Context: an optimization exercise on an open-source flow, tuned for small area, a short achievable clock period and few clock cycles per item. The choices shown serve that exercise and are no tape-out recipe.
At most, simulation tests tie the RTL to the original design; equivalence was not proved.
No activity file was given, so power comes from the tool's default toggle rates.

## build 42
// rgb_to_ycbcr_block_builder_unit
module rgb_to_ycbcr_block_builder_unit (
  input  wire logic              clk_i,
  input  wire logic              rst_ni,
  input  wire logic              in_vld_i,
  output logic                   in_stall_o,
  input  wire logic              kind_i,
  input  wire logic [7:0]        red_i,
  input  wire logic [7:0]        green_i,
  input  wire logic [7:0]        blue_i,
  output logic                   out_vld_o,
  input  wire logic              out_stall_i,
  output logic                   pixel_taken_o,
  output logic                   sample_valid_o,
  output logic signed [8:0]      sample_o,
  output logic        [1:0]      block_type_o,
  output logic        [5:0]      element_index_o,
  output logic                   last_of_block_o
);
Settings: LEC_CHECK=0, CAP_MARGIN=20, CORE_MARGIN=2, CORE_UTILIZATION=60, CTS_CLUSTER_DIAMETER=100, CTS_CLUSTER_SIZE=30, SETUP_SLACK_MARGIN=4.4, SLEW_MARGIN=20; clock period 7.0 ns.
run.sh (not shown) runs the stock make flow with config.mk's settings and CLKGATE_MAP_FILE= SYNTH_SCRIPT=/design/flow/synth_recipe.tcl, a recipe that flattens the netlist after the stock synthesis.
Input changes introduced in build 72 (baseline for comparison: build 42):
--- a/flow/config.mk
+++ b/flow/config.mk
@@ -9,5 +9,5 @@
 export CORE_MARGIN = 2
-export CORE_UTILIZATION = 60
+export CORE_UTILIZATION = 65
 export CTS_CLUSTER_DIAMETER = 100
-export CTS_CLUSTER_SIZE = 30
+export CTS_CLUSTER_SIZE = 28
 export SETUP_SLACK_MARGIN = 4.4
Notes after the runs:
Build 42 → build 72: filler-free cell count of the finished design fell 101; synthesized netlist net count barely changed; total routing usage reported by global routing increased by 1.5 points relative to the old numbers.
Against build 42, mean number of vias per cell in build 72 rose by a few percent.
Build 72 against build 42: period utilization barely changed; maximum number of pins on one net before global-route repair now larger; first-pass GRT wire length went down by 2.4 mm; non-clock buffer count went down.
For the post-layout total power, build 72 came in about 0.34% higher than build 42 did.
Build 72 vs. build 42: least setup slack across all paths after layout went up by 0.0064 ns.
--- input diff build 72..build 24 ---
--- a/flow/config.mk
+++ b/flow/config.mk
@@ -11,3 +11,4 @@
 export CTS_CLUSTER_DIAMETER = 100
-export CTS_CLUSTER_SIZE = 28
+export CTS_CLUSTER_SIZE = 30
+export GPL_TIMING_DRIVEN = 1
 export SETUP_SLACK_MARGIN = 4.4
==> notes.md <==
Build 24 completed every stage of the flow, and the final layout passed the timing, design-rule and antenna checks.
Looking at total CTS buffers across build 72 and build 24, the one that comes out lower is build 24.
Build 24 against build 72: die extent in y neither gained nor lost much, design area neither gained nor lost much, clock skew picked up an extra 0.0032 ns.
Changes observed in build 24 relative to build 72: period utilization climbed 0.25 points, non-clock buffer count fell 6.3%, post-detailed-route via-to-cell ratio went down 0.032, synthesized cell count was more or less identical.
Least setup slack across all paths after layout | build 24 below build 72
What build 44 does differently from build 24 at the input level:
--- a/flow/config.mk
+++ b/flow/config.mk
@@ -12,3 +12,2 @@
 export CTS_CLUSTER_SIZE = 30
-export GPL_TIMING_DRIVEN = 1
 export SETUP_SLACK_MARGIN = 4.4
--- outcome ---
For clock-pin slew of the registers on the worst-case setup and hold paths, build 44 and build 24 come out practically identical. Build 44 vs. build 24: number of global-route vias before repair ~0 delta, power about even, share of power burned in combinational logic level, switching power as a share of total power now sits at about the same level. [compare] base=build 24 new=build 44: total number of H-tree levels barely changed, maximum fanout along the worst path level, maximum clock rate ~0 delta.
Input changes introduced in build 36 (baseline for comparison: build 44):
--- a/flow/config.mk
+++ b/flow/config.mk
@@ -12,3 +12,3 @@
 export CTS_CLUSTER_SIZE = 30
-export SETUP_SLACK_MARGIN = 4.4
+export SETUP_SLACK_MARGIN = 4.5
 export SLEW_MARGIN = 20
The register-to-register setup slack of build 36 was superior to that of build 44. Delta (build 36 minus build 44): count of clock-net buffers in the final layout climbed 2; internal cell power +about 1.4%. Looking at build 44 and build 36, the final-layout clock-cell area share is a wash. Taking build 44 as the reference, in build 36 data arrival time at the worst-slack endpoint ~0 delta, worst slack on hold paths -0.0039 ns, fmax +about 0.4%, total power +0.31 mW.
Function was not checked in any run of this note: the RTL went through the layout flow alone.

========
## run A
Another version of the RTL of rgb_to_ycbcr_block_builder_unit (not shown whole).
Size: about 3100 cells after synthesis, roughly 1900 flip-flops, ~51 I/O pins, roughly 48000 sq um of cells after synthesis.
make LEC_CHECK=0 CAP_MARGIN=20 CORE_MARGIN=2 CORE_UTILIZATION=65 CTS_CLUSTER_DIAMETER=100 CTS_CLUSTER_SIZE=30 SETUP_SLACK_MARGIN=4.2 SLEW_MARGIN=20 finish   # period 7.0 ns
Testbench counts of run A, summed over its fixed seeds: cycles 39,080, items 32,768.
Changes in run B relative to run A:
- swapping 4.2 for 4.7 in SETUP_SLACK_MARGIN
### Flow results
No stage failed in run B, and the final checks on the layout all came back clean.
Taking run A as the reference, in run B post-place instance area rose by about 0.3%; power rose by 0.00065 W; HPWL reported at the end of detailed placement rose by 0.73%.
Where via count is concerned, run A is better than run B.
Worst endpoint data arrival time (higher): run A
Wire length of the first global-routing pass on run B is behind run A.
Total combinational power: run B vs run A up 24%
A launch point of the worst path of u_conv.e1[6]$_DFF_P_ is what run B shows, while u_conv.e1[1]$_DFF_P_ belongs to run A.
Against run A as the reference, run B delivers a higher worst setup slack.
What run C does differently from run B at the input level:
- swapping 4.7 for 4.4 in SETUP_SLACK_MARGIN
--- outcome ---
On number of non-filler instances in the completed layout, the higher figure sits with run B, not run C. Run B -> run C: leakage power of the design decreased by a few percent. Met1 layer usage reported by global route, run B and run C: higher on run B. The core of run C is less densely filled than that of run B. Re layout sequential cell count: no difference whatsoever between run B and run C. Against run B, run C comes in 0.0097 ns higher on worst-case setup margin in the final layout.
Input-level comparison between run D and run C:
- changing CORE_UTILIZATION from 65 to 40
Notes after the runs:
Summary of run D over run C: number of diodes added for antenna fixing +1, largest net degree at the start of global routing grew by about 16%, sequential share of layout area went down 1.3 points, largest fanout of any net on the critical path has increased.
The lower y dimension of the die came out of run C.
Total number of cells along the worst setup path (run D over run C): increase, 3
Side by side, worst setup margin turned out lower in run D than in run C.
The number of buffers created by CTS in run D sits 1 above the value recorded for run C.

========
rgb_to_ycbcr_block_builder_unit, a different RTL version from the one above (not shown whole).
For scale: roughly 3100 cells after synthesis, ~48000 µm² of cells after synthesis.
==> flow/config.mk <==
export PLATFORM = sky130hd
export DESIGN_NAME = rgb_to_ycbcr_block_builder_unit
export DESIGN_NICKNAME = rgb_to_ycbcr_block_builder_unit
export VERILOG_FILES = /design/flow/design.v
export SDC_FILE = /design/flow/constraint.sdc
export NUM_CORES = 4
export LEC_CHECK = 0
export CAP_MARGIN = 5
export CORE_MARGIN = 2
export CORE_UTILIZATION = 65
export CTS_CLUSTER_DIAMETER = 100
export CTS_CLUSTER_SIZE = 30
export SETUP_SLACK_MARGIN = 4.4
export SLEW_MARGIN = 5
==> flow/constraint.sdc <==
create_clock -name core_clock -period 7.0 [get_ports {clk_i}]
set_input_delay 1.4000 -clock core_clock [delete_from_list [all_inputs] [get_ports {clk_i}]]
set_output_delay 1.4000 -clock core_clock [all_outputs]
set_load 0.01 [all_outputs]
The first run completed with no timing, DRC or antenna violations.
Testbench counts at the start, summed over its fixed seeds: cycles 39,032, items 32,768.
Next try:
CAP_MARGIN = 20   (was 5)
CORE_UTILIZATION = 70   (was 65)
SLEW_MARGIN = 20   (was 5)
After rerunning:
- The changed run went through all stages and came out clean
- register-to-register slack stays flat
- total power goes up by about 0.7%
- final cell count goes down by 1.7%
- combinational power goes up by about 2%
Next try:
CORE_UTILIZATION = 60   (was 70)
PLACE_DENSITY = 0.7   (was default)
Result: Die area rose by about 16%; synthesized cell count stays the same; combinational power barely changes; via count fell by 1.8%; fmax fell by about 3%; wire length fell by 5.7%; design area is about the same; critical path depth stays the same; power fell by about 0.8%; setup slack got worse by 80 ps.
Next try:
CORE_UTILIZATION = 65   (was 60)
CTS_CLUSTER_DIAMETER = 90   (was 100)
CTS_CLUSTER_SIZE = 32   (was 30)
PLACE_DENSITY = default   (was 0.7)
The changed run went through all stages and came out clean.
Core utilization grows by 5.3 points.
Synthesized cell count stays the same.
Area after synthesis does not change.
Clock skew fell by 7.3 ps.
Clock power barely changes.
Worst hold slack hardly moves.
Next try:
CTS_BUF_LIST = sky130_fd_sc_hd__clkbuf_8   (was default)
CTS_CLUSTER_DIAMETER = 60   (was 90)
CTS_CLUSTER_SIZE = 16   (was 32)
What happened: Final cell count rises slightly. Clock skew rises by 3.7 ps. Worst setup slack degrades by 140 ps. Final area stays flat. Wire length falls slightly. Fmax falls by a few percent. Clock power rises slightly. Utilization rises by 0.13 points. Total power rises slightly.
Next try:
CTS_BUF_LIST = sky130_fd_sc_hd__clkbuf_8 sky130_fd_sc_hd__clkbuf_16   (was sky130_fd_sc_hd__clkbuf_8)
CTS_CLUSTER_DIAMETER = 100   (was 60)
CTS_CLUSTER_SIZE = 30   (was 16)
After rerunning:
- The new run ran to the end with no violations
- total power stays flat
- design area stays flat
- final cell count came out lower by 1.9%
- die area is unchanged
- count of clock-buffer cells in the layout came out lower by 64

========
rgb_to_ycbcr_block_builder_unit again, from the RTL that the note above started with.
Settings: LEC_CHECK=0, CAP_MARGIN=20, CORE_MARGIN=2, CORE_UTILIZATION=65, CTS_CLUSTER_DIAMETER=100, CTS_CLUSTER_SIZE=30, GPL_ROUTABILITY_DRIVEN=0, GPL_TIMING_DRIVEN=1, SETUP_SLACK_MARGIN=4.4, SLEW_MARGIN=20; clock period 7.0 ns.
Testbench counts at the start, summed over its fixed seeds: cycles 39,032, items 32,768.
Edit:
ABC_CLOCK_PERIOD_IN_PS = 2500   (was not set)
GPL_ROUTABILITY_DRIVEN = not set   (was 0)
GPL_TIMING_DRIVEN = not set   (was 1)
After rerunning: Power grows by 0.67%; sequential share of layout area went down by 0.21 points; area after synthesis stays the same; setup slack gains 0.0095 ns; combinational power came out higher by about 2%; worst hold slack is worse by 0.0065 ns; routed wire length went up by 2.5%; global-route usage increases by 0.61 points; via count shrinks by 0.73%.
Edit:
ABC_AREA = 1   (was not set)
ABC_CLOCK_PERIOD_IN_PS = not set   (was 2500)
Result:
- hold slack is about the same
- final area is lower slightly
- total power is higher by a few percent
- die area is lower slightly
- sequential power stays flat
Edit:
ABC_AREA = not set   (was 1)
Combinational power shrinks by about 22%.
Area after synthesis grows by 0.34%.
Global-route usage shrinks by 0.47 points.
Cell area grows by about 0.6%.
Utilization grows by 0.33 points.
Via count shrinks by 6.4%.
Sequential power is about the same.
Wire length shrinks by 3.0%.
Total power shrinks by about 4%.
Edit:
SETUP_SLACK_MARGIN = 4.5   (was 4.4)
What happened:
- The new run completed without violations
- sequential share of layout area fell by 0.51 points
- cell area goes up by 0.73%
- non-clock buffer count rises by 22
- synthesized cell count does not change
- routed wire length rose by 2.3%
- power rises by 0.63%
- fmax barely changes
- worst setup slack improves by 0.0032 ns

## static timing again, ports no longer ideal
The flow's constraints put no driver on any port. The routed layouts listed below were extracted and timed again, unchanged, in two steps.
Step 1 (the two cells are an assumption about what drives the block):
set clk [get_ports {clk_i}]
set_driving_cell -lib_cell sky130_fd_sc_hd__clkbuf_16 $clk
set_driving_cell -lib_cell sky130_fd_sc_hd__buf_2 [delete_from_list [all_inputs] $clk]
Step 2 also shifts input and output timing later by t, the mid clock arrival at the registers, as if the neighbouring blocks saw the same clock.
Three values: ideal ports, drivers, drivers and shift; two values: the first two.
run | shift t [ns] | setup slack, ns | slew at the worst register clock pin (ns) | pins driven straight from the clock port
build 42 | 0.712 | 4.355 / 4.291 / 3.773 | 0.12 / 0.12 | 1
build 72 | 0.707 | 4.362 / 4.292 / 3.821 | 0.11 / 0.11 | 1
build 24 | 0.713 | 4.344 / 4.279 / 3.820 | 0.12 / 0.12 | 1
build 44 | 0.713 | 4.344 / 4.279 / 3.820 | 0.12 / 0.12 | 1
build 36 | 0.696 | 4.354 / 4.290 / 3.917 | 0.11 / 0.11 | 1
run A | 0.708 | 4.205 / 4.200 / 3.576 | 0.11 / 0.11 | 1
run B | 0.713 | 4.362 / 4.323 / 3.712 | 0.12 / 0.12 | 1
run C | 0.714 | 4.372 / 4.324 / 3.684 | 0.12 / 0.12 | 1
run D | 0.719 | 4.345 / 4.290 / 3.662 | 0.12 / 0.12 | 1
the first run of note 3 | 0.714 | 4.416 / 4.348 / 3.847 | 0.11 / 0.11 | 1
the second run of note 3 | 0.712 | 4.409 / 4.341 / 3.857 | 0.12 / 0.12 | 1
the third run of note 3 | 0.705 | 4.329 / 4.262 / 3.963 | 0.12 / 0.12 | 1
the fourth run of note 3 | 0.705 | 4.421 / 4.356 / 3.800 | 0.12 / 0.12 | 1
the fifth run of note 3 | 0.841 | 4.281 / 4.213 / 3.737 | 0.10 / 0.10 | 1
the sixth run of note 3 | 0.711 | 4.417 / 4.350 / 3.843 | 0.11 / 0.11 | 1
the first run of note 4 | 0.706 | 4.407 / 4.345 / 3.841 | 0.12 / 0.12 | 1
the second run of note 4 | 0.712 | 4.417 / 4.350 / 3.840 | 0.11 / 0.11 | 1
the third run of note 4 | 0.716 | 4.407 / 4.356 / 3.778 | 0.11 / 0.11 | 1
the fourth run of note 4 | 0.712 | 4.417 / 4.350 / 3.840 | 0.11 / 0.11 | 1
the fifth run of note 4 | 0.715 | 4.420 / 4.354 / 3.912 | 0.11 / 0.11 | 1
After both steps every run listed still meets setup and hold. For run C, which loses most, drivers alone change the setup slack by -0.048 ns; drivers and shift together by -0.688 ns.
